From an optimization exercise on the open Yosys and OpenROAD flow, aimed at small area; shortcuts taken in it are not production practice. Only simulation tests tie the RTL to the original design; equivalence was not proved. Power is estimated from default activity; no workload was simulated.

==> flow/design.v (excerpt) <==
module axis_register #(
    parameter int MODE           = 0,
    parameter int TREADY_RST_VAL = 0,
    parameter int ENABLE_TKEEP   = 1,
    parameter int ENABLE_TLAST   = 1,
    parameter int ENABLE_TID     = 0,
    parameter int ENABLE_TDEST   = 0,
    parameter int ENABLE_TUSER   = 1,
    parameter int TDATA_WIDTH    = 512,
    parameter int TID_WIDTH      = 8,
    parameter int TDEST_WIDTH    = 8,
    parameter int TUSER_WIDTH    = 1
) (
    input  logic                     clk,
    input  logic                     rst,
    output logic                     s_tready,
    input  logic                     s_tvalid,
    input  logic [TDATA_WIDTH-1:0]   s_tdata,
    input  logic [TDATA_WIDTH/8-1:0] s_tkeep,
    input  logic                     s_tlast,
    input  logic [TID_WIDTH-1:0]     s_tid,
    input  logic [TDEST_WIDTH-1:0]   s_tdest,
    input  logic [TUSER_WIDTH-1:0]   s_tuser,
    input  logic                     m_tready,
    output logic                     m_tvalid,
    output logic [TDATA_WIDTH-1:0]   m_tdata,
    output logic [TDATA_WIDTH/8-1:0] m_tkeep,
    output logic                     m_tlast,
    output logic [TID_WIDTH-1:0]     m_tid,
    output logic [TDEST_WIDTH-1:0]   m_tdest,
    output logic [TUSER_WIDTH-1:0]   m_tuser
);
For scale: roughly 1200 flip-flops, about 1200 I/O pins.
export LEC_CHECK = 0
export CAP_MARGIN = 20
export CORE_AREA = 5 5 295 295
export DIE_AREA = 0 0 300 300
export SLEW_MARGIN = 20
create_clock -name core_clock -period 3.0 [get_ports {clk}]
standard.sh (not shown) runs the stock make flow with config.mk's settings and CLKGATE_MAP_FILE= SYNTH_SCRIPT=/design/flow/synth_recipe.tcl, a recipe that flattens the netlist after the stock synthesis.
==> flow/flow/run.sh <==
#!/bin/bash
set -euo pipefail
bash standard.sh \
  "PLACE_PINS_ARGS=-min_distance 1 -min_distance_in_tracks" \
  "BUFFER_PORTS_ARGS=-buffer_cell sky130_fd_sc_hd__buf_1" \
  "CTS_ARGS=-sink_clustering_enable -repair_clock_nets -dont_use_dummy_load" \
  finish > flow_make.log 2>&1
Edit:
--- a/flow/flow/run.sh
+++ b/flow/flow/run.sh
@@ -3,3 +3,2 @@
 bash standard.sh \
-  "PLACE_PINS_ARGS=-min_distance 1 -min_distance_in_tracks" \
   "BUFFER_PORTS_ARGS=-buffer_cell sky130_fd_sc_hd__buf_1" \
--- a/flow/config.mk
+++ b/flow/config.mk
@@ -8,4 +8,4 @@
 export CAP_MARGIN = 20
-export CORE_AREA = 5 5 295 295
-export DIE_AREA = 0 0 300 300
+export CORE_AREA = 5 5 285 285
+export DIE_AREA = 0 0 290 290
 export SLEW_MARGIN = 20
Outcome:
- The new run died in I/O pin placement (3_2_place_iop) with PPL-0024
- synthesized area stays the same
- synthesized cell count does not change
Edit:
==> flow/flow/run.sh (replaced) <==
#!/bin/bash
set -euo pipefail
bash standard.sh \
  "PLACE_PINS_ARGS=-min_distance 1 -min_distance_in_tracks" \
  "BUFFER_PORTS_ARGS=-buffer_cell sky130_fd_sc_hd__buf_1" \
  "CTS_ARGS=-sink_clustering_enable -repair_clock_nets -dont_use_dummy_load -sink_clustering_size 20 -sink_clustering_max_diameter 50 -root_buf sky130_fd_sc_hd__clkbuf_16 -sink_clustering_buffer sky130_fd_sc_hd__clkbuf_8 -buf_list {sky130_fd_sc_hd__clkbuf_4 sky130_fd_sc_hd__clkbuf_8 sky130_fd_sc_hd__clkbuf_16}" \
  RECOVER_POWER=100 \
  finish > flow_make.log 2>&1
--- a/flow/config.mk
+++ b/flow/config.mk
@@ -8,4 +8,4 @@
 export CAP_MARGIN = 20
-export CORE_AREA = 5 5 285 285
-export DIE_AREA = 0 0 290 290
+export CORE_AREA = 5 5 295 295
+export DIE_AREA = 0 0 300 300
 export SLEW_MARGIN = 20
After rerunning: The changed run went through all stages and came out clean; synthesized cell count is unchanged; synthesized area does not change.

========
The RTL this note starts from:
==> flow/design.v <==
module axis_register #(
    parameter int MODE           = 0,
    parameter int TREADY_RST_VAL = 0,
    parameter int ENABLE_TKEEP   = 1,
    parameter int ENABLE_TLAST   = 1,
    parameter int ENABLE_TID     = 0,
    parameter int ENABLE_TDEST   = 0,
    parameter int ENABLE_TUSER   = 1,
    parameter int TDATA_WIDTH    = 512,
    parameter int TID_WIDTH      = 8,
    parameter int TDEST_WIDTH    = 8,
    parameter int TUSER_WIDTH    = 1
) (
    input  logic                     clk,
    input  logic                     rst,
    output logic                     s_tready,
    input  logic                     s_tvalid,
    input  logic [TDATA_WIDTH-1:0]   s_tdata,
    input  logic [TDATA_WIDTH/8-1:0] s_tkeep,
    input  logic                     s_tlast,
    input  logic [TID_WIDTH-1:0]     s_tid,
    input  logic [TDEST_WIDTH-1:0]   s_tdest,
    input  logic [TUSER_WIDTH-1:0]   s_tuser,
    input  logic                     m_tready,
    output logic                     m_tvalid,
    output logic [TDATA_WIDTH-1:0]   m_tdata,
    output logic [TDATA_WIDTH/8-1:0] m_tkeep,
    output logic                     m_tlast,
    output logic [TID_WIDTH-1:0]     m_tid,
    output logic [TDEST_WIDTH-1:0]   m_tdest,
    output logic [TUSER_WIDTH-1:0]   m_tuser
);
    localparam int KW = TDATA_WIDTH / 8;
    localparam int PW = TDATA_WIDTH + KW + 1 + TID_WIDTH + TDEST_WIDTH + TUSER_WIDTH;
    logic [KW-1:0]          keep_in;
    logic                   last_in;
    logic [TID_WIDTH-1:0]   id_in;
    logic [TDEST_WIDTH-1:0] dest_in;
    logic [TUSER_WIDTH-1:0] user_in;
    logic [PW-1:0]          s_payload;
    logic [PW-1:0]          m_payload;
    assign keep_in   = (ENABLE_TKEEP != 0) ? s_tkeep : '0;
    assign last_in   = (ENABLE_TLAST != 0) ? s_tlast : 1'b0;
    assign id_in     = (ENABLE_TID   != 0) ? s_tid   : '0;
    assign dest_in   = (ENABLE_TDEST != 0) ? s_tdest : '0;
    assign user_in   = (ENABLE_TUSER != 0) ? s_tuser : '0;
    assign s_payload = {s_tdata, keep_in, last_in, id_in, dest_in, user_in};
    logic [TID_WIDTH-1:0]   id_out;
    logic [TDEST_WIDTH-1:0] dest_out;
    assign {m_tdata, m_tkeep, m_tlast, id_out, dest_out, m_tuser} = m_payload;
    assign m_tid   = (ENABLE_TID   != 0) ? id_out   : '0;
    assign m_tdest = (ENABLE_TDEST != 0) ? dest_out : '0;
    if (MODE == 0) begin : g_skid
        logic          s_tready_q, s_tready_d;
        logic          m_tvalid_q, m_tvalid_d;
        logic [PW-1:0] out_q;
        logic [PW-1:0] skid_q;
        logic          accept;
        assign accept = s_tvalid && s_tready_q;
        assign m_tvalid_d = accept || (m_tvalid_q && (!m_tready || !s_tready_q));
        assign s_tready_d = !m_tvalid_q || m_tready || (s_tready_q && !s_tvalid);
        always_ff @(posedge clk or posedge rst) begin
            if (rst) begin
                s_tready_q <= (TREADY_RST_VAL != 0);
                m_tvalid_q <= 1'b0;
            end else begin
                s_tready_q <= s_tready_d;
                m_tvalid_q <= m_tvalid_d;
            end
        end
        always_ff @(posedge clk) begin
            if (!m_tvalid_q || m_tready) out_q <= s_tready_q ? s_payload : skid_q;
            if (s_tready_q)              skid_q <= s_payload;
        end
        assign s_tready  = s_tready_q;
        assign m_tvalid  = m_tvalid_q;
        assign m_payload = out_q;
    end else if (MODE == 1) begin : g_simple
        logic          s_tready_q, s_tready_d;
        logic          m_tvalid_q, m_tvalid_d;
        logic [PW-1:0] out_q, out_d;
        logic          accept;
        assign accept = s_tvalid && s_tready_q;
        always_ff @(posedge clk or posedge rst) begin
            if (rst) begin
                s_tready_q <= (TREADY_RST_VAL != 0);
                m_tvalid_q <= 1'b0;
                out_q      <= '0;
            end else begin
                s_tready_q <= s_tready_d;
                m_tvalid_q <= m_tvalid_d;
                out_q      <= out_d;
            end
        end
        always_comb begin
            m_tvalid_d = m_tvalid_q;
            out_d      = out_q;
            if (accept) begin
                m_tvalid_d = 1'b1;
                out_d      = s_payload;
            end else if (m_tready) begin
                m_tvalid_d = 1'b0;
            end
            s_tready_d = !m_tvalid_d;
        end
        assign s_tready  = s_tready_q;
        assign m_tvalid  = m_tvalid_q;
        assign m_payload = out_q;
    end else begin : g_bypass
        logic unused_clk_rst;
        assign unused_clk_rst = clk ^ rst;
        assign s_tready       = m_tready;
        assign m_tvalid       = s_tvalid;
        assign m_payload      = s_payload;
    end
endmodule
==> flow/config.mk <==
export PLATFORM = sky130hd
export DESIGN_NAME = axis_register
export DESIGN_NICKNAME = axis_register
export VERILOG_FILES = /design/flow/design.v
export SDC_FILE = /design/flow/constraint.sdc
export NUM_CORES = 4
export LEC_CHECK = 0
export CAP_MARGIN = 20
export CORE_AREA = 5 5 295 295
export DIE_AREA = 0 0 300 300
export SLEW_MARGIN = 20
==> flow/constraint.sdc <==
create_clock -name core_clock -period 3.0 [get_ports {clk}]
set_input_delay 0.6000 -clock core_clock [delete_from_list [all_inputs] [get_ports {clk}]]
set_output_delay 0.6000 -clock core_clock [all_outputs]
set_load 0.01 [all_outputs]
==> flow/flow/run.sh <==
#!/bin/bash
set -euo pipefail
bash standard.sh \
  "PLACE_PINS_ARGS=-min_distance 1 -min_distance_in_tracks" \
  "BUFFER_PORTS_ARGS=-buffer_cell sky130_fd_sc_hd__buf_1" \
  "CTS_ARGS=-sink_clustering_enable -repair_clock_nets -dont_use_dummy_load -sink_clustering_size 20 -sink_clustering_max_diameter 40 -root_buf sky130_fd_sc_hd__clkbuf_16 -tree_buf sky130_fd_sc_hd__clkbuf_8 -sink_clustering_buffer sky130_fd_sc_hd__clkbuf_8 -buf_list {sky130_fd_sc_hd__clkbuf_4 sky130_fd_sc_hd__clkbuf_8 sky130_fd_sc_hd__clkbuf_16}" \
  RECOVER_POWER=100 \
  finish > flow_make.log 2>&1
The first run went through all stages and came out clean.
==> next run, changes <==
==> flow/flow/run.sh (replaced) <==
#!/bin/bash
set -euo pipefail
bash standard.sh \
  "PLACE_PINS_ARGS=-min_distance 1 -min_distance_in_tracks" \
  "BUFFER_PORTS_ARGS=-buffer_cell sky130_fd_sc_hd__buf_1" \
  "CTS_ARGS=-sink_clustering_enable -repair_clock_nets -dont_use_dummy_load -sink_clustering_size 10 -sink_clustering_max_diameter 40 -root_buf sky130_fd_sc_hd__clkbuf_16 -sink_clustering_buffer sky130_fd_sc_hd__clkbuf_4 -buf_list {sky130_fd_sc_hd__clkbuf_4 sky130_fd_sc_hd__clkbuf_8 sky130_fd_sc_hd__clkbuf_16}" \
  RECOVER_POWER=100 \
  finish > flow_make.log 2>&1
--- a/flow/config.mk
+++ b/flow/config.mk
@@ -9,2 +9,3 @@
-export CORE_AREA = 5 5 295 295
-export DIE_AREA = 0 0 300 300
+export CORE_AREA = 5 5 255 255
+export DIE_AREA = 0 0 260 260
+export PLACE_DENSITY = 0.8
Outcome: Power decreases by a few percent. Clock skew decreases by 52 ps. Via count increases by a few percent. Utilization increases by 17 points.
==> next run, changes <==
==> flow/flow/run.sh (replaced) <==
#!/bin/bash
set -euo pipefail
bash standard.sh \
  "BUFFER_PORTS_ARGS=-buffer_cell sky130_fd_sc_hd__buf_1" \
  "CTS_ARGS=-sink_clustering_enable -repair_clock_nets -dont_use_dummy_load -sink_clustering_size 20 -sink_clustering_max_diameter 60 -buf_list {sky130_fd_sc_hd__clkbuf_8 sky130_fd_sc_hd__clkbuf_16}" \
  finish > flow_make.log 2>&1
--- a/flow/config.mk
+++ b/flow/config.mk
@@ -9,3 +9,2 @@
-export CORE_AREA = 5 5 255 255
-export DIE_AREA = 0 0 260 260
-export PLACE_DENSITY = 0.8
+export CORE_AREA = 5 5 415 415
+export DIE_AREA = 0 0 420 420
After rerunning: The new run finished clean; via count drops by 4.9%; global-route usage fell by 15 points; worst setup slack gains 89 ps; synthesized cell count is unchanged; combinational power climbs by 10%.
==> next run, changes <==
==> flow/run.sh (new file) <==
#!/bin/bash
# synth_recipe.tcl (not shown) runs the flow's synth.tcl, then flattens the netlist and writes it again
# the make line also repeats each setting of config.mk as NAME=value (left out here)
make -C /OpenROAD-flow-scripts/flow DESIGN_CONFIG=/design/flow/config.mk WORK_HOME=/design/flow/orfs CLKGATE_MAP_FILE= SYNTH_SCRIPT=/design/flow/synth_recipe.tcl finish
removed: flow/flow/run.sh
removed: flow/standard.sh
Worst setup slack is better by 67 ps.
Critical path depth shrinks by 1.
Via count grows by about 0.7%.
Clock-buffer cell count grows by 74.
Total power grows by 18%.
Cell count grows by about 2.3%.

[what the ideal ports hide]
The results above use ideal ports. As a check the final layouts listed here were re-extracted and re-timed, cells and wires unchanged. Step 1 assumes that a clkbuf_16 drives the clock port and a buf_2 every other input. Step 2 times the ports against the registers' clock, not the clock port: input delays grow and output delays shrink by t, the midpoint of the rising clock arrivals with the driver on. Three values: ideal ports, drivers, drivers and shift; two values: the first two.
run | t, ns | setup WS [ns] | hold WS [ns] | latest minus earliest clock arrival (ns) | pins driven straight from the clock port
the first run of note 1 | 0.683 | 0.450 / 0.392 / 0.832 | 0.176 / 0.148 / 0.467 | 0.065 / 0.065 | 1
the third run of note 1 | 0.635 | 0.362 / 0.362 / -0.012 | 0.200 / 0.172 / 0.460 | 0.091 / 0.091 | 1
the first run of note 2 | 0.669 | 0.373 / 0.373 / -0.024 | 0.147 / 0.129 / 0.454 | 0.143 / 0.143 | 1
the second run of note 2 | 0.697 | 0.352 / 0.352 / -0.011 | 0.149 / 0.130 / 0.460 | 0.072 / 0.073 | 1
the third run of note 2 | 0.726 | 0.441 / 0.381 / 0.827 | 0.113 / 0.090 / 0.465 | 0.103 / 0.103 | 1
the fourth run of note 2 | 0.782 | 0.508 / 0.451 / 0.659 | 0.470 / 0.440 / 0.470 | 0.056 / 0.055 | 1
With both steps, setup timing fails in the third run of note 1, the first run of note 2 and the second run of note 2, where it was met with ideal ports. For the first run of note 2, which loses most, drivers alone change the setup slack by 0.000 ns; drivers and shift together by -0.397 ns.
